This is an optimization exercise on Yosys and OpenROAD, whose aim is small area, a short achievable clock period and few clock cycles per item, not a production implementation. At most, simulation tests tie the RTL to the original design; equivalence was not proved. No functional check of the RTL was part of run 2. Power figures rest on the tool's default switching activity, not on a simulated workload.

==> flow/design.v (outline; a module is shown in full before it is edited, if it fits) <==
// module conv_loader: 60 lines
// module conv_sequencer: 110 lines
// module conv_mac: 3836 lines
// module result_fifo: 54 lines
// module conv_top: 86 lines
module conv_top (
    input  logic        clk,
    input  logic        reset,
    input  logic [7:0]  in_data,
    input  logic [3:0]  in_user,
    input  logic        in_valid,
    output logic        in_ready,
    output logic [20:0] out_data,
    output logic        out_valid,
    input  logic        out_ready
);
  // ...
==> flow/flow/run.sh <==
#!/bin/bash
# The standard layout with two changes: Yosys's synth runs without its
# quick ABC pass (-noabc), so the full adders it extracts keep their polarity
# and need fewer inverters (ORFS's own ABC mapping still runs afterwards), and
# timing repair aims at a 3.1 ns path instead of 4 ns. The clock period and
# constraints stay the design's.
set -euo pipefail
W=$(pwd)
sed 's/yosys synth -nofsm -noshare /yosys synth -nofsm -noshare -noabc /' synth_recipe.tcl > "$W/noabc_synth.tcl"
sed "s#SYNTH_SCRIPT=[^ ]*#SYNTH_SCRIPT=$W/noabc_synth.tcl#" standard.sh > "$W/noabc_standard.sh"
grep -q "SYNTH_SCRIPT=$W/noabc_synth.tcl" "$W/noabc_standard.sh"
export SETUP_SLACK_MARGIN=5.9
bash "$W/noabc_standard.sh" > standard.log 2>&1
==> flow/standard.sh <==
#!/bin/bash
# synth_recipe.tcl (not shown) runs the flow's synth.tcl, then flattens the netlist and writes it again
# the make line also repeats each setting of config.mk as NAME=value (left out here)
make -C /OpenROAD-flow-scripts/flow DESIGN_CONFIG=/design/flow/config.mk WORK_HOME=/design/flow/orfs CLKGATE_MAP_FILE= SYNTH_SCRIPT=/design/flow/synth_recipe.tcl "${@:-finish}"
==> flow/config.mk <==
export PLATFORM = sky130hd
export DESIGN_NAME = conv_top
export DESIGN_NICKNAME = conv_top
export VERILOG_FILES = /design/flow/design.v
export SDC_FILE = /design/flow/constraint.sdc
export NUM_CORES = 4
export LEC_CHECK = 0
export ABC_CLOCK_PERIOD_IN_PS = 3000
export CAP_MARGIN = 20
export CORE_MARGIN = 2
export CORE_UTILIZATION = 40
export CTS_CLUSTER_DIAMETER = 120
export CTS_CLUSTER_SIZE = 22
export SLEW_MARGIN = 20
==> flow/constraint.sdc <==
create_clock -name core_clock -period 9.0 [get_ports {clk}]
set_input_delay 1.8000 -clock core_clock [delete_from_list [all_inputs] [get_ports {clk}]]
set_output_delay 1.8000 -clock core_clock [all_outputs]
set_load 0.01 [all_outputs]
==> results.py, run 1 <==
metrics = {
    "power_and_ir_drop": {
        "peakVddDrop_mv": 0.301,
        "internal-power_mw": 8.99,
    },
    "synthesis": {
        "synth_top_family_by_area": "adder cells",
        "synthMuxAreaShare_pct": 1.97,
        "synth_simple_gate_area_share_pct": 12.8,
        "yosys.area.top_type": "edfxtp_1",
        "syn_inst": 3076,
        "synth_cell_type_count": 66,
        "synth_area_leaders": "edfxtp_1 (34%), fa_1 (28%), dfxtp_1 (14%)",
    },
    "run": {
        "cap_violations": 0,
    },
    "worst_hold_path": {
        "hold_path_class": "reg2reg",
    },
    "placed_design": {
        "dp.cells": 4406,
        "dp_hpwl_um": 78800,
    },
    "worst_setup_path": {
        "critPathBufInv": 0,
        "crit_end": "u_conv_mac.r1_7_10$_DFF_P_",
        "startpoint_type": "flip-flop",
        "critPathRequiredTime_ns": 9.48,
        "crit_chain": "and2_1, fa_1, fa_1, fa_2, fa_1",
        "arrival_ns": 3.60,
        "slowest_stage": "dfxtp_1",
    },
    "drt": {
        "met3_wirelength_um": 8510,
        "ant_nets": 0,
        "wl_met2_um": 47000,
        "num_vias": 23440,
    },
    "global_routing": {
        "grt_max_degree": 92,
        "grt_usage_pct": 19.8,
    },
    "sta": {
        "slew-limit-headroom_pct": 26.3,
        "fin_crit_ns": 3.12,
        "fin_ws_ns": 5.88,
        "rsz0062_at_grt": "true",
    },
    "layout": {
        "buffer_area_share_pct": 2.95,
        "clock_buffers": 69,
        "multi_input_area_share_pct": 45.3,
        "largest_reg_flops": 224,
    },
    "floorplan": {
        "die_area_um2": 106000,
    },
    "clock_tree": {
        "clk_pin_slew_ns": 0.08,
        "postCtsSetupRepairBufs": 75,
        "clock_latency_ns": 0.61,
    },
    "outcome": {
        "status": "complete, no violations",
    },
}
Testbench counts, summed over its fixed seeds: cycles 10,425, frames 128.
==> module conv_loader, before the edit <==
module conv_loader (
    input  logic        clk,
    input  logic        reset,
    input  logic [7:0]  in_data,
    input  logic [15:0] w_en,
    input  logic        w_clr,
    input  logic        take_b,
    input  logic        take_p,
    input  logic        pass2,
    input  logic        swap,
    output logic [71:0] pix,
    output logic [71:0] wgt,
    output logic [7:0]  bias
);
    logic [7:0] sr [0:27];
    logic [7:0] w  [0:15];
    function automatic int pair(input int t);
        pair = (t == 0) ? 3 : (t == 3) ? 0 :
               (t == 1) ? 7 : (t == 7) ? 1 :
               (t == 2) ? 11 : (t == 11) ? 2 :
               (t == 4) ? 12 : (t == 12) ? 4 :
               (t == 5) ? 13 : (t == 13) ? 5 :
               (t == 6) ? 14 : (t == 14) ? 6 :
               (t == 8) ? 15 : (t == 15) ? 8 : t;
    endfunction
    always_ff @(posedge clk) begin
        if (take_p) begin
            sr[0] <= in_data;
            for (int i = 1; i < 28; i++)
                sr[i] <= sr[i-1];
        end
        if (take_b)
            bias <= in_data;
        for (int t = 0; t < 16; t++) begin
            if (w_en[t])
                w[t] <= in_data;
            else if (w_clr)
                w[t] <= '0;
            else if (swap && pair(t) != t)
                w[t] <= w[pair(t)];
        end
    end
    always_ff @(posedge clk) begin
        for (int m = 0; m < 9; m++) begin
            if (!pass2) begin
                if (m == 0)
                    pix[7:0] <= in_data;
                else
                    pix[8*m +: 8] <= sr[(m / 3) * 8 + (m % 3) - 1];
            end else if (m < 7) begin
                pix[8*m +: 8] <= sr[(m < 3) ? m * 8 + 3 : 24 + m - 3];
            end else begin
                pix[8*m +: 8] <= '0;
            end
        end
    end
    always_comb
        for (int m = 0; m < 9; m++)
            wgt[8*m +: 8] = w[(m / 3) * 4 + (m % 3)];
endmodule
==> module conv_sequencer, before the edit <==
module conv_sequencer #(
    parameter int DEPTH = 5
) (
    input  logic        clk,
    input  logic        reset,
    input  logic        in_valid,
    input  logic [3:0]  in_user,
    input  logic        pop,
    output logic        in_ready,
    output logic [15:0] w_en,
    output logic        w_clr,
    output logic        take_b,
    output logic        take_p,
    output logic        win,
    output logic        win4
);
    localparam logic [1:0] PH_W = 2'd0;
    localparam logic [1:0] PH_B = 2'd1;
    localparam logic [1:0] PH_P = 2'd2;
    logic [1:0]  ph;
    logic        rdy_w, rdy_b, rdy_p;
    logic [1:0]  km1;       
    logic        k4;        
    logic [1:0]  wa, wb;    
    logic [2:0]  x, y;
    logic        xok, yok;  
    logic [2:0]  cred;
    logic        take_w, start, last_w;
    logic [1:0]  skm1, ca, cb, kk1, na, nb;
    logic [1:0]  ph_next;
    logic        rdy_next;
    logic [2:0]  cred_next;
    always_comb begin
        take_w = in_valid && rdy_w;
        take_b = in_valid && rdy_b;
        take_p = in_valid && rdy_p;
        start  = in_user[3];
        skm1   = in_user[1:0] - 2'd1;
        for (int t = 0; t < 16; t++)
            w_en[t] = take_w && (start ? (4'(t) == {skm1, skm1}) : (4'(t) == {wa, wb}));
        w_clr  = take_w && start;
        ca     = start ? skm1 : wa;
        cb     = start ? skm1 : wb;
        kk1    = start ? skm1 : km1;
        last_w = (ca == 2'd0) && (cb == 2'd0);
        na     = (cb == 2'd0) ? ca - 2'd1 : ca;
        nb     = (cb == 2'd0) ? kk1 : cb - 2'd1;
        win    = take_p && xok && yok;
        win4   = win && k4;
        ph_next = ph;
        if (take_w && last_w)
            ph_next = PH_B;
        if (take_b)
            ph_next = PH_P;
        if (take_p && x == 3'd7 && y == 3'd7)
            ph_next = PH_W;
        cred_next = cred + {2'b00, win} - {2'b00, pop};
        if (in_valid && rdy_p && xok && yok)
            rdy_next = !k4 && ((pop ? cred : cred + 3'd1) < 3'(DEPTH));
        else
            rdy_next = (pop ? cred - 3'd1 : cred) < 3'(DEPTH);
    end
    always_ff @(posedge clk) begin
        if (reset) begin
            ph       <= PH_W;
            km1      <= '0;
            k4       <= 1'b0;
            wa       <= '0;
            wb       <= '0;
            x        <= '0;
            y        <= '0;
            xok      <= 1'b0;
            yok      <= 1'b0;
            cred     <= '0;
            in_ready <= 1'b1;
            rdy_w    <= 1'b1;
            rdy_b    <= 1'b0;
            rdy_p    <= 1'b0;
        end else begin
            ph       <= ph_next;
            cred     <= cred_next;
            in_ready <= rdy_next;
            rdy_w    <= rdy_next && ph_next == PH_W;
            rdy_b    <= rdy_next && ph_next == PH_B;
            rdy_p    <= rdy_next && ph_next == PH_P;
            if (take_w) begin
                if (start) begin
                    km1 <= skm1;
                    k4  <= skm1 == 2'd3;
                end
                wa <= na;
                wb <= nb;
            end
            if (take_b) begin
                x   <= '0;
                y   <= '0;
                xok <= km1 == 2'd0;
                yok <= km1 == 2'd0;
            end
            if (take_p) begin
                x   <= x + 3'd1;
                xok <= (x == 3'd7) ? km1 == 2'd0 : xok || (x + 3'd1 == {1'b0, km1});
                if (x == 3'd7) begin
                    y   <= y + 3'd1;
                    yok <= yok || (y + 3'd1 == {1'b0, km1});
                end
            end
        end
    end
endmodule
==> module result_fifo, before the edit <==
module result_fifo #(
    parameter int DEPTH = 5
) (
    input  logic        clk,
    input  logic        reset,
    input  logic [20:0] wr_data,
    input  logic        wr_valid,
    output logic [20:0] rd_data,
    output logic        rd_valid,
    input  logic        rd_ready
);
    localparam int TD = DEPTH - 1;
    localparam int PW = $clog2(TD);
    logic [20:0]     mem [0:TD-1];
    logic [20:0]     tail;
    logic [PW-1:0]   wr_ptr, rd_ptr;
    logic [PW:0]     cnt;
    logic            pop, head_free, from_tail, to_tail;
    always_comb begin
        pop       = rd_valid && rd_ready;
        head_free = !rd_valid || pop;
        from_tail = head_free && (cnt != '0);
        to_tail   = wr_valid && !(head_free && cnt == '0);
    end
    always_ff @(posedge clk) begin
        if (reset) begin
            rd_valid <= 1'b0;
            wr_ptr   <= '0;
            rd_ptr   <= '0;
            cnt      <= '0;
        end else begin
            if (head_free)
                rd_valid <= (cnt != '0) || wr_valid;
            if (to_tail)
                wr_ptr <= (wr_ptr == PW'(TD - 1)) ? '0 : wr_ptr + 1'b1;
            if (from_tail)
                rd_ptr <= (rd_ptr == PW'(TD - 1)) ? '0 : rd_ptr + 1'b1;
            cnt <= cnt + (PW+1)'(to_tail) - (PW+1)'(from_tail);
        end
    end
    always_comb begin
        tail = mem[0];
        for (int e = 1; e < TD; e++)
            if (rd_ptr == PW'(e))
                tail = mem[e];
    end
    always_ff @(posedge clk) begin
        for (int e = 0; e < TD; e++)
            if (to_tail && wr_ptr == PW'(e))
                mem[e] <= wr_data;
        if (head_free)
            rd_data <= (cnt != '0) ? tail : wr_data;
    end
endmodule
==> module conv_top, before the edit <==
module conv_top (
    input  logic        clk,
    input  logic        reset,
    input  logic [7:0]  in_data,
    input  logic [3:0]  in_user,
    input  logic        in_valid,
    output logic        in_ready,
    output logic [20:0] out_data,
    output logic        out_valid,
    input  logic        out_ready
);
    localparam int DEPTH = 5;
    logic [15:0] w_en;
    logic        w_clr, take_b, take_p, win, win4;
    logic [71:0] pix, wgt;
    logic [7:0]  bias;
    logic        d0, d1, d2, p0, p1, p2, p3;
    logic [20:0] extra, sum;
    conv_sequencer #(.DEPTH(DEPTH)) u_conv_sequencer (
        .clk      (clk),
        .reset    (reset),
        .in_valid (in_valid),
        .in_user  (in_user),
        .pop      (out_valid && out_ready),
        .in_ready (in_ready),
        .w_en     (w_en),
        .w_clr    (w_clr),
        .take_b   (take_b),
        .take_p   (take_p),
        .win      (win),
        .win4     (win4)
    );
    conv_loader u_conv_loader (
        .clk     (clk),
        .reset   (reset),
        .in_data (in_data),
        .w_en    (w_en),
        .w_clr   (w_clr),
        .take_b  (take_b),
        .take_p  (take_p),
        .pass2   (p0),
        .swap    (p0 || p1),
        .pix     (pix),
        .wgt     (wgt),
        .bias    (bias)
    );
    always_ff @(posedge clk) begin
        if (reset) begin
            d0 <= 1'b0;
            d1 <= 1'b0;
            d2 <= 1'b0;
            p0 <= 1'b0;
            p1 <= 1'b0;
            p2 <= 1'b0;
            p3 <= 1'b0;
        end else begin
            d0 <= win && !win4;
            d1 <= d0;
            d2 <= d1;
            p0 <= win4;
            p1 <= p0;
            p2 <= p1;
            p3 <= p2;
        end
    end
    conv_mac u_conv_mac (
        .clk   (clk),
        .pix   (pix),
        .wgt   (wgt),
        .bias  (bias),
        .pass2 (p1),
        .extra (extra),
        .sum   (sum)
    );
    always_ff @(posedge clk)
        extra <= sum & {21{p2}};
    result_fifo #(.DEPTH(DEPTH)) u_result_fifo (
        .clk      (clk),
        .reset    (reset),
        .wr_data  (sum),
        .wr_valid (d2 || p3),
        .rd_data  (out_data),
        .rd_valid (out_valid),
        .rd_ready (out_ready)
    );
endmodule
==> inputs of run 2 (changes only) <==
--- a/flow/design.v
+++ b/flow/design.v
@@ -1,173 +1,146 @@
 module conv_loader (
     input  logic        clk,
     input  logic        reset,
     input  logic [7:0]  in_data,
-    input  logic [15:0] w_en,
-    input  logic        w_clr,
+    input  logic        take_w,
     input  logic        take_b,
     input  logic        take_p,
+    input  logic        start,
+    input  logic [1:0]  ta,
+    input  logic [1:0]  tb,
     input  logic        pass2,
-    input  logic        swap,
     output logic [71:0] pix,
     output logic [71:0] wgt,
     output logic [7:0]  bias
 );
     logic [7:0] sr [0:27];
     logic [7:0] w  [0:15];
-    function automatic int pair(input int t);
-        pair = (t == 0) ? 3 : (t == 3) ? 0 :
-               (t == 1) ? 7 : (t == 7) ? 1 :
-               (t == 2) ? 11 : (t == 11) ? 2 :
-               (t == 4) ? 12 : (t == 12) ? 4 :
-               (t == 5) ? 13 : (t == 13) ? 5 :
-               (t == 6) ? 14 : (t == 14) ? 6 :
-               (t == 8) ? 15 : (t == 15) ? 8 : t;
-    endfunction
     always_ff @(posedge clk) begin
         if (take_p) begin
             sr[0] <= in_data;
             for (int i = 1; i < 28; i++)
                 sr[i] <= sr[i-1];
         end
         if (take_b)
             bias <= in_data;
         for (int t = 0; t < 16; t++) begin
-            if (w_en[t])
-                w[t] <= in_data;
-            else if (w_clr)
-                w[t] <= '0;
-            else if (swap && pair(t) != t)
-                w[t] <= w[pair(t)];
+            if (take_w) begin
+                if (4'(t) == {ta, tb})
+                    w[t] <= in_data;
+                else if (start)
+                    w[t] <= '0;
+            end
         end
     end
     always_ff @(posedge clk) begin
         for (int m = 0; m < 9; m++) begin
             if (!pass2) begin
                 if (m == 0)
                     pix[7:0] <= in_data;
                 else
                     pix[8*m +: 8] <= sr[(m / 3) * 8 + (m % 3) - 1];
+                wgt[8*m +: 8] <= w[(m / 3) * 4 + (m % 3)];
             end else if (m < 7) begin
                 pix[8*m +: 8] <= sr[(m < 3) ? m * 8 + 3 : 24 + m - 3];
+                wgt[8*m +: 8] <= w[(m < 3) ? m * 4 + 3 : 12 + m - 3];
             end else begin
                 pix[8*m +: 8] <= '0;
+                wgt[8*m +: 8] <= w[(m / 3) * 4 + (m % 3)];
             end
         end
     end
-    always_comb
-        for (int m = 0; m < 9; m++)
-            wgt[8*m +: 8] = w[(m / 3) * 4 + (m % 3)];
 endmodule
 module conv_sequencer #(
-    parameter int DEPTH = 5
+    parameter int DEPTH = 6
 ) (
-    input  logic        clk,
-    input  logic        reset,
-    input  logic        in_valid,
-    input  logic [3:0]  in_user,
-    input  logic        pop,
-    output logic        in_ready,
-    output logic [15:0] w_en,
-    output logic        w_clr,
-    output logic        take_b,
-    output logic        take_p,
-    output logic        win,
-    output logic        win4
+    input  logic       clk,
+    input  logic       reset,
+    input  logic       in_valid,
+    input  logic [3:0] in_user,
+    input  logic       pop,
+    output logic       in_ready,
+    output logic       take_w,
+    output logic       take_b,
+    output logic       take_p,
+    output logic       start,
+    output logic [1:0] ta,
+    output logic [1:0] tb,
+    output logic       win,
+    output logic       win4
 );
     localparam logic [1:0] PH_W = 2'd0;
     localparam logic [1:0] PH_B = 2'd1;
     localparam logic [1:0] PH_P = 2'd2;
-    logic [1:0]  ph;
-    logic        rdy_w, rdy_b, rdy_p;
-    logic [1:0]  km1;       
-    logic        k4;        
-    logic [1:0]  wa, wb;    
-    logic [2:0]  x, y;
-    logic        xok, yok;  
-    logic [2:0]  cred;
-    logic        take_w, start, last_w;
-    logic [1:0]  skm1, ca, cb, kk1, na, nb;
-    logic [1:0]  ph_next;
-    logic        rdy_next;
-    logic [2:0]  cred_next;
+    logic [1:0] ph;
+    logic [1:0] km1;       
+    logic [1:0] wa, wb;
+    logic [2:0] x, y;
+    logic       xok, yok;  
+    logic [2:0] cred;
+    logic       take;
+    logic [1:0] skm1;
+    logic [2:0] cred_next;
     always_comb begin
-        take_w = in_valid && rdy_w;
-        take_b = in_valid && rdy_b;
-        take_p = in_valid && rdy_p;
+        take   = in_valid && in_ready;
         start  = in_user[3];
         skm1   = in_user[1:0] - 2'd1;
-        for (int t = 0; t < 16; t++)
-            w_en[t] = take_w && (start ? (4'(t) == {skm1, skm1}) : (4'(t) == {wa, wb}));
-        w_clr  = take_w && start;
-        ca     = start ? skm1 : wa;
-        cb     = start ? skm1 : wb;
-        kk1    = start ? skm1 : km1;
-        last_w = (ca == 2'd0) && (cb == 2'd0);
-        na     = (cb == 2'd0) ? ca - 2'd1 : ca;
-        nb     = (cb == 2'd0) ? kk1 : cb - 2'd1;
+        ta     = start ? skm1 : wa;
+        tb     = start ? skm1 : wb;
+        take_w = take && ph == PH_W;
+        take_b = take && ph == PH_B;
+        take_p = take && ph == PH_P;
         win    = take_p && xok && yok;
-        win4   = win && k4;
-        ph_next = ph;
-        if (take_w && last_w)
-            ph_next = PH_B;
-        if (take_b)
-            ph_next = PH_P;
-        if (take_p && x == 3'd7 && y == 3'd7)
-            ph_next = PH_W;
+        win4   = win && km1 == 2'd3;
         cred_next = cred + {2'b00, win} - {2'b00, pop};
-        if (in_valid && rdy_p && xok && yok)
-            rdy_next = !k4 && ((pop ? cred : cred + 3'd1) < 3'(DEPTH));
-        else
-            rdy_next = (pop ? cred - 3'd1 : cred) < 3'(DEPTH);
     end
     always_ff @(posedge clk) begin
         if (reset) begin
             ph       <= PH_W;
             km1      <= '0;
-            k4       <= 1'b0;
             wa       <= '0;
             wb       <= '0;
             x        <= '0;
             y        <= '0;
             xok      <= 1'b0;
             yok      <= 1'b0;
             cred     <= '0;
             in_ready <= 1'b1;
-            rdy_w    <= 1'b1;
-            rdy_b    <= 1'b0;
-            rdy_p    <= 1'b0;
         end else begin
-            ph       <= ph_next;
             cred     <= cred_next;
-            in_ready <= rdy_next;
-            rdy_w    <= rdy_next && ph_next == PH_W;
-            rdy_b    <= rdy_next && ph_next == PH_B;
-            rdy_p    <= rdy_next && ph_next == PH_P;
+            in_ready <= !win4 && (cred_next < 3'(DEPTH));
             if (take_w) begin
-                if (start) begin
+                if (start)
                     km1 <= skm1;
-                    k4  <= skm1 == 2'd3;
+                if (ta == 2'd0 && tb == 2'd0) begin
+                    ph <= PH_B;
+                end else if (tb == 2'd0) begin
+                    wa <= ta - 2'd1;
+                    wb <= start ? skm1 : km1;
+                end else begin
+                    wa <= ta;
+                    wb <= tb - 2'd1;
                 end
-                wa <= na;
-                wb <= nb;
             end
             if (take_b) begin
+                ph  <= PH_P;
                 x   <= '0;
                 y   <= '0;
                 xok <= km1 == 2'd0;
                 yok <= km1 == 2'd0;
             end
             if (take_p) begin
                 x   <= x + 3'd1;
                 xok <= (x == 3'd7) ? km1 == 2'd0 : xok || (x + 3'd1 == {1'b0, km1});
                 if (x == 3'd7) begin
                     y   <= y + 3'd1;
                     yok <= yok || (y + 3'd1 == {1'b0, km1});
+                    if (y == 3'd7)
+                        ph <= PH_W;
                 end
             end
         end
     end
 endmodule
 module conv_mac (
     input  logic        clk,
     input  logic [71:0] pix,
@@ -2081,16 +2054,18 @@
     logic r2_15_0;
     logic r2_15_1;
     logic r2_15_2;
     logic r2_16_0;
     logic r2_16_1;
     logic r2_17_0;
     logic r2_17_1;
     logic r2_18_0;
+    logic r2_19_0;
+    logic r2_20_0;
     assign pp1 = (pix[0] & wgt[0]);
     assign pp2 = (pix[0] & wgt[1]);
     assign pp3 = (pix[0] & wgt[2]);
     assign pp4 = (pix[0] & wgt[3]);
     assign pp5 = (pix[0] & wgt[4]);
     assign pp6 = (pix[0] & wgt[5]);
     assign pp7 = (pix[0] & wgt[6]);
     assign pp8 = ~(pix[0] & wgt[7]);
@@ -3939,16 +3914,18 @@
         r2_15_0 <= m4_c1692;
         r2_15_1 <= m3_c1674;
         r2_15_2 <= m3_s1675;
         r2_16_0 <= m3_c1676;
         r2_16_1 <= m3_s1677;
         r2_17_0 <= m3_c1678;
         r2_17_1 <= m2_s1655;
         r2_18_0 <= m2_c1656;
+        r2_19_0 <= 1'b1;
+        r2_20_0 <= 1'b1;
     end
     assign fs1693 = r2_11_0 ^ r2_11_1;
     assign fc1694 = r2_11_0 & r2_11_1;
     assign fs1695 = r2_12_0 ^ r2_12_1 ^ r2_12_2;
     assign fc1696 = (r2_12_0 & r2_12_1) | (r2_12_0 & r2_12_2) | (r2_12_1 & r2_12_2);
     assign fs1697 = r2_13_0 ^ r2_13_1 ^ r2_13_2;
     assign fc1698 = (r2_13_0 & r2_13_1) | (r2_13_0 & r2_13_2) | (r2_13_1 & r2_13_2);
     assign fs1699 = r2_15_0 ^ r2_15_1;
@@ -3990,20 +3967,20 @@
     assign fs1735 = r2_15_2 ^ extra[15] ^ fs1699;
     assign fc1736 = (r2_15_2 & extra[15]) | (r2_15_2 & fs1699) | (extra[15] & fs1699);
     assign fs1737 = extra[16] ^ fs1701 ^ fc1700;
     assign fc1738 = (extra[16] & fs1701) | (extra[16] & fc1700) | (fs1701 & fc1700);
     assign fs1739 = extra[17] ^ fs1703 ^ fc1702;
     assign fc1740 = (extra[17] & fs1703) | (extra[17] & fc1702) | (fs1703 & fc1702);
     assign fs1741 = r2_18_0 ^ extra[18] ^ fc1704;
     assign fc1742 = (r2_18_0 & extra[18]) | (r2_18_0 & fc1704) | (extra[18] & fc1704);
-    assign fs1743 = 1'b1 ^ extra[19];
-    assign fc1744 = 1'b1 & extra[19];
-    assign fs1745 = 1'b1 ^ extra[20];
-    assign fc1746 = 1'b1 & extra[20];
+    assign fs1743 = r2_19_0 ^ extra[19];
+    assign fc1744 = r2_19_0 & extra[19];
+    assign fs1745 = r2_20_0 ^ extra[20];
+    assign fc1746 = r2_20_0 & extra[20];
     logic [20:0] ra, rb;
     assign ra = {fs1745, fs1743, fs1741, fs1739, fs1737, fs1735, fs1733, fs1731, fs1729, fs1727, fs1725, fs1723, fs1721, fs1719, fs1717, fs1715, fs1713, fs1711, fs1709, fs1707, extra[0]};
     assign rb = {fc1744, fc1742, fc1740, fc1738, fc1736, fc1734, fc1732, fc1730, fc1728, fc1726, fc1724, fc1722, fc1720, fc1718, fc1716, fc1714, fc1712, fc1710, fc1708, fc1706, fs1705};
     assign sum = ra + rb;
 endmodule
 module result_fifo #(
     parameter int DEPTH = 5
 ) (
@@ -4013,17 +3990,16 @@
     input  logic        wr_valid,
     output logic [20:0] rd_data,
     output logic        rd_valid,
     input  logic        rd_ready
 );
     localparam int TD = DEPTH - 1;
     localparam int PW = $clog2(TD);
     logic [20:0]     mem [0:TD-1];
-    logic [20:0]     tail;
     logic [PW-1:0]   wr_ptr, rd_ptr;
     logic [PW:0]     cnt;
     logic            pop, head_free, from_tail, to_tail;
     always_comb begin
         pop       = rd_valid && rd_ready;
         head_free = !rd_valid || pop;
         from_tail = head_free && (cnt != '0);
         to_tail   = wr_valid && !(head_free && cnt == '0);
@@ -4039,108 +4015,110 @@
                 rd_valid <= (cnt != '0) || wr_valid;
             if (to_tail)
                 wr_ptr <= (wr_ptr == PW'(TD - 1)) ? '0 : wr_ptr + 1'b1;
             if (from_tail)
                 rd_ptr <= (rd_ptr == PW'(TD - 1)) ? '0 : rd_ptr + 1'b1;
             cnt <= cnt + (PW+1)'(to_tail) - (PW+1)'(from_tail);
         end
     end
-    always_comb begin
-        tail = mem[0];
-        for (int e = 1; e < TD; e++)
-            if (rd_ptr == PW'(e))
-                tail = mem[e];
-    end
     always_ff @(posedge clk) begin
-        for (int e = 0; e < TD; e++)
-            if (to_tail && wr_ptr == PW'(e))
-                mem[e] <= wr_data;
+        if (to_tail)
+            mem[wr_ptr] <= wr_data;
         if (head_free)
-            rd_data <= (cnt != '0) ? tail : wr_data;
+            rd_data <= (cnt != '0) ? mem[rd_ptr] : wr_data;
     end
 endmodule
 module conv_top (
     input  logic        clk,
     input  logic        reset,
     input  logic [7:0]  in_data,
     input  logic [3:0]  in_user,
     input  logic        in_valid,
     output logic        in_ready,
     output logic [20:0] out_data,
     output logic        out_valid,
     input  logic        out_ready
 );
     localparam int DEPTH = 5;
-    logic [15:0] w_en;
-    logic        w_clr, take_b, take_p, win, win4;
+    logic        take_w, take_b, take_p, start, win, win4;
+    logic [1:0]  ta, tb;
     logic [71:0] pix, wgt;
     logic [7:0]  bias;
-    logic        d0, d1, d2, p0, p1, p2, p3;
-    logic [20:0] extra, sum;
+    logic        d0, p0, q0, d1, p1, q1, d2, p2, q2;
+    logic [20:0] acc, extra, sum;
     conv_sequencer #(.DEPTH(DEPTH)) u_conv_sequencer (
         .clk      (clk),
         .reset    (reset),
         .in_valid (in_valid),
         .in_user  (in_user),
         .pop      (out_valid && out_ready),
         .in_ready (in_ready),
-        .w_en     (w_en),
-        .w_clr    (w_clr),
+        .take_w   (take_w),
         .take_b   (take_b),
         .take_p   (take_p),
+        .start    (start),
+        .ta       (ta),
+        .tb       (tb),
         .win      (win),
         .win4     (win4)
     );
     conv_loader u_conv_loader (
         .clk     (clk),
         .reset   (reset),
         .in_data (in_data),
-        .w_en    (w_en),
-        .w_clr   (w_clr),
+        .take_w  (take_w),
         .take_b  (take_b),
         .take_p  (take_p),
+        .start   (start),
+        .ta      (ta),
+        .tb      (tb),
         .pass2   (p0),
-        .swap    (p0 || p1),
         .pix     (pix),
         .wgt     (wgt),
         .bias    (bias)
     );
     always_ff @(posedge clk) begin
         if (reset) begin
             d0 <= 1'b0;
-            d1 <= 1'b0;
-            d2 <= 1'b0;
             p0 <= 1'b0;
+            q0 <= 1'b0;
+            d1 <= 1'b0;
             p1 <= 1'b0;
+            q1 <= 1'b0;
+            d2 <= 1'b0;
             p2 <= 1'b0;
-            p3 <= 1'b0;
+            q2 <= 1'b0;
         end else begin
             d0 <= win && !win4;
-            d1 <= d0;
-            d2 <= d1;
             p0 <= win4;
+            q0 <= p0;
+            d1 <= d0;
             p1 <= p0;
+            q1 <= q0;
+            d2 <= d1;
             p2 <= p1;
-            p3 <= p2;
+            q2 <= q1;
         end
     end
+    assign extra = acc & {21{q2}};
     conv_mac u_conv_mac (
         .clk   (clk),
         .pix   (pix),
         .wgt   (wgt),
         .bias  (bias),
-        .pass2 (p1),
+        .pass2 (q0),
         .extra (extra),
         .sum   (sum)
     );
     always_ff @(posedge clk)
-        extra <= sum & {21{p2}};
+        if (p2)
+            acc <= sum;
     result_fifo #(.DEPTH(DEPTH)) u_result_fifo (
         .clk      (clk),
         .reset    (reset),
         .wr_data  (sum),
-        .wr_valid (d2 || p3),
+        .wr_valid (d2 || q2),
         .rd_data  (out_data),
         .rd_valid (out_valid),
         .rd_ready (out_ready)
     );
 endmodule
==> flow/run.sh (new file) <==
#!/bin/bash
# synth_recipe.tcl (not shown) runs the flow's synth.tcl, then flattens the netlist and writes it again
# the make line also repeats each setting of config.mk as NAME=value (left out here)
make -C /OpenROAD-flow-scripts/flow DESIGN_CONFIG=/design/flow/config.mk WORK_HOME=/design/flow/orfs CLKGATE_MAP_FILE= SYNTH_SCRIPT=/design/flow/synth_recipe.tcl finish
==> flow/config.mk (replaced) <==
export PLATFORM = sky130hd
export DESIGN_NAME = conv_top
export DESIGN_NICKNAME = conv_top
export VERILOG_FILES = /design/flow/design.v
export SDC_FILE = /design/flow/constraint.sdc
export NUM_CORES = 4
export LEC_CHECK = 0
export ABC_CLOCK_PERIOD_IN_PS = 3000
export CAP_MARGIN = 20
export CORE_MARGIN = 2
export CORE_UTILIZATION = 40
export SETUP_SLACK_MARGIN = 5
export SLEW_MARGIN = 20
removed: flow/flow/run.sh
removed: flow/standard.sh
==> results.py, run 2 <==
metrics = {
    "power_and_ir_drop": {
        "switching_power_mw": 5.46,
        "power_density_nw_per_um2": 311,
        "peakVddDrop_mv": 0.318,
        "p_comb_share_pct": 41.4,
        "leakage_nw": 20.1,
        "p_clk_share_pct": 23.7,
        "p_sw_share_pct": 36.1,
        "seq_power_share_pct": 34.8,
        "internal-power_mw": 9.68,
    },
    "floorplan": {
        "rows": 121,
        "num_io_pins": 39,
        "start_util_pct": 40.2,
        "core_um2": 108000,
        "die_y_um": 334,
        "fp.dieW_um": 334,
        "die_area_um2": 112000,
    },
    "placed_design": {
        "place.gp.congestion": 0.912,
        "port_buffers": 37,
        "pre_cts_ws_ns": 3.86,
        "placed_area_um2": 45700,
        "dp_hpwl_um": 78700,
    },
    "sta": {
        "clock_skew_ns": 0.0228,
        "fin_crit_ns": 3.93,
        "fin_crit_sh_pct": 43.6,
        "slew_violations": 0,
        "rsz0062_at_grt": "true",
        "worstMarginPinSlew_ns": 1.09,
        "hold_viol_final": 0,
        "setup-tns-final_ns": 0,
        "fin_ws_ns": 5.07,
        "fmax_mhz": 255,
        "final-setup-viol-count": 0,
        "slew-limit-headroom_pct": 27.1,
    },
    "worst_setup_path": {
        "worst-setup-path-type": "in2reg",
        "cp-end-kind": "flip-flop",
        "r2r_start": "q2$_SDFF_PP0_",
        "reg2reg_to": "u_result_fifo.mem[1][15]$_DFFE_PP_",
        "rrSetupSlack_ns": 5.43,
        "startpoint_type": "input pin",
        "critPathRequiredTime_ns": 9.31,
        "path_max_fanout": 28,
        "rr_worst_depth": 10,
        "arrival_ns": 4.24,
    },
    "global_routing": {
        "grt_pass1_wl_um": 154000,
        "grt_pass1_vias": 25170,
        "grt_usage_pct": 18.6,
        "grt_max_degree": 85,
        "grt_overflow": 0,
        "antenna_found_initial": 1,
    },
    "run": {
        "cap_violations": 0,
    },
    "drt": {
        "wl_met1_um": 45300,
        "firstDrtPassIters": 5,
        "num_vias": 23658,
        "wl_met2_um": 46400,
        "met3_wirelength_um": 6590,
        "postRouteWirelength_um": 101000,
        "viasPerCell": 4.82,
        "dr.max_layer_used": "met4",
        "wl_per_cell_um": 20.6,
        "drc_errors": 0,
        "drtIter0Drc": 1558,
        "ant_nets": 0,
    },
    "clock_tree": {
        "htreeDepth": 3,
        "clock_latency_ns": 0.67,
        "clk_path_buf_depth": 3,
        "clk_pin_slew_ns": 0.06,
        "cts_root_buffer": "clkbuf_16",
        "cts_tree": "built",
        "clock-sinks": 830,
        "numCtsBuffers": 86,
    },
    "synthesis": {
        "yosys.area.top_type_share_pct": 33.5,
        "ys_seq_area_share_pct": 49.3,
        "synth.most_common_cell": "inv_1",
        "syn_inst": 3339,
        "synthesis.nets": 3974,
        "netlist_area_um2": 43600,
        "netlist_top_cells_count": "inv_1 (588), fa_1 (567), edfxtp_1 (486), nand2_1 (361), dfxtp_1 (344)",
        "yosys.area.top_type": "edfxtp_1",
        "synth_area_leaders": "edfxtp_1 (33%), fa_1 (26%), dfxtp_1 (16%)",
        "synth_ff_type": "edfxtp_1",
        "synth_cell_type_count": 51,
        "avgSynthCellArea_um2": 13.1,
        "synthArstFlopShare_pct": 0,
        "ys_ff_latch": 830,
        "synth-edff-count": 486,
        "ys_warn_count": 7,
    },
    "worst_hold_path": {
        "hp-start": "u_conv_mac.r1_0_0$_DFF_P_",
        "min_path_cells": 0,
        "hold_path_end": "u_conv_mac.r2_0_0$_DFF_P_",
        "hold_path_class": "reg2reg",
    },
    "layout": {
        "nNetsFinal": 4051,
        "final_common_cell": "inv_1",
        "mostFrequentLayoutCells": "inv_1 (586), fa_1 (566), edfxtp_1 (486)",
        "postLayoutCoreUtil_pct": 44.9,
        "drive_gt1_share_pct": 9.37,
        "area_growth_pct": 11.6,
        "stdcell_area_um2": 48600,
        "regMostFlops": "u_conv_loader.sr",
        "reg_top3": "u_conv_loader.sr (224), u_conv_loader.w (128), u_result_fifo.mem (84)",
        "largest_reg_flops": 224,
    },
    "outcome": {
        "status": "complete, no violations",
    },
}
[run 2: worst max path at each step]
stage | cells past startpoint | from | slack (ns) | to
final | 9 | in_user[3] | 5.07 | u_conv_loader.w[14][7]$_SDFFCE_PN0P_
after global routing | 9 | in_user[3] | 4.92 | u_conv_loader.w[6][1]$_SDFFCE_PN0P_
after CTS | 9 | in_user[3] | 5.00 | u_conv_loader.w[14][7]$_SDFFCE_PN0P_
after detailed placement | 7 | in_valid | 3.86 | u_conv_loader.sr[19][2]$_DFFE_PN_
after global placement | 14 | in_valid | 3.86 | u_conv_sequencer.in_ready$_SDFF_PP1_
after floorplan | 13 | in_valid | 2.58 | u_conv_sequencer.in_ready$_SDFF_PP1_
[run 2: what timing repair did]
item | CTS | global route
hold buffers | 0 | 0
pin swaps | 0 | 0
resized for setup | 7 | 6
setup buffers | 3 | 0
setup endpoints to repair | 101 | 91
cloned | 1 | 0
[run 2: cells by family (layout without fill, tap and decap cells)]
logic type	count (synthesis)	in the layout	share of synthesized area, %
multiplexers	147	147	4.31
buffers and inverters	663	813	5.72
flip-flops	830	830	49.3
other	0	1	0
AND/OR/NAND/NOR	950	950	11.1
adder cells (fa/ha/maj)	619	619	27.5
XOR/XNOR	26	26	0.522
AO/OA/AOI/OAI	104	104	1.50
[run 2: per-layer routing]
| metal | up-vias | global-route usage, % |
|---|---|---|
| li1 | 10655 | - |
| met1 | 12195 | 25.5 |
| met2 | 637 | 29.8 |
| met3 | 171 | 4.12 |
| met4 | 0 | 5.21 |
| met5 | - | 0 |
[run 2: cell type report]
type	instances	area [um2]
fillers	9866	59800
flip-flops and latches	830	21500
multi-input cells	1846	19700
clock buffers	124	2490
inverters	588	2210
well taps	1414	1770
repair buffers	63	564
clock inverters	37	407
repair inverters	1	5.00
diodes	1	2.50
[run 2: worst max-delay path, cell delays in order]
cell             delay, ns
clkdlybuf4s50_1       0.46
buf_4                 0.36
nor2_1                0.07
a21oi_1               0.33
ha_1                  0.21
buf_4                 0.24
nor2b_2               0.33
nor2_1                0.09
nor2_2                0.33
[run 2: power groups by stage]
stage               combinational [mW]  clock, mW  sequential, mW
floorplan                         4.38          0            5.28
global placement                  6.24          0            5.35
detailed placement                6.39          0            5.36
CTS                               6.42       3.69            5.28
global route                      7.43       3.83            5.32
finish                            6.27       3.59            5.28
[run 2: metrics by stage]
step	power, mW	cells	hold WS [ns]
after CTS	15.4	4903	0.326
after global placement	11.6	4738	0.315
after detailed placement	11.7	4738	0.313
final	15.1	4904	0.328
after global routing	16.6	4903	0.335
after floorplan	9.67	3339	0.310

re-timing with driven ports:
Ports are ideal in the flow. The routed layouts listed here were re-timed in OpenROAD. Step 1 assumes that a clkbuf_16 drives the clock port and a buf_2 every other input. Step 2 adds t to the input delays and takes it off the output delays; t is the mean of the earliest and latest rising clock arrival at the registers after step 1. Input paths then give back, and output paths get back, about the clock's delay inside the block. a / b / c = ideal / step 1 / step 2; a / b = the first two.
| run | t, ns | setup WS [ns] | worst hold slack (ns) | worst setup path at the end |
|---|---|---|---|---|
| run 1 | 0.667 | 5.879 / 5.879 / 5.309 | 0.332 / 0.332 / 0.332 | input to register |
| run 2 | 0.730 | 5.072 / 5.117 / 4.387 | 0.328 / 0.328 / 0.328 | input to register |
After both steps setup and hold are still met in every run listed. The setup slack of run 2, which loses most, moves by +0.045 ns with the drivers and by -0.685 ns with both steps.
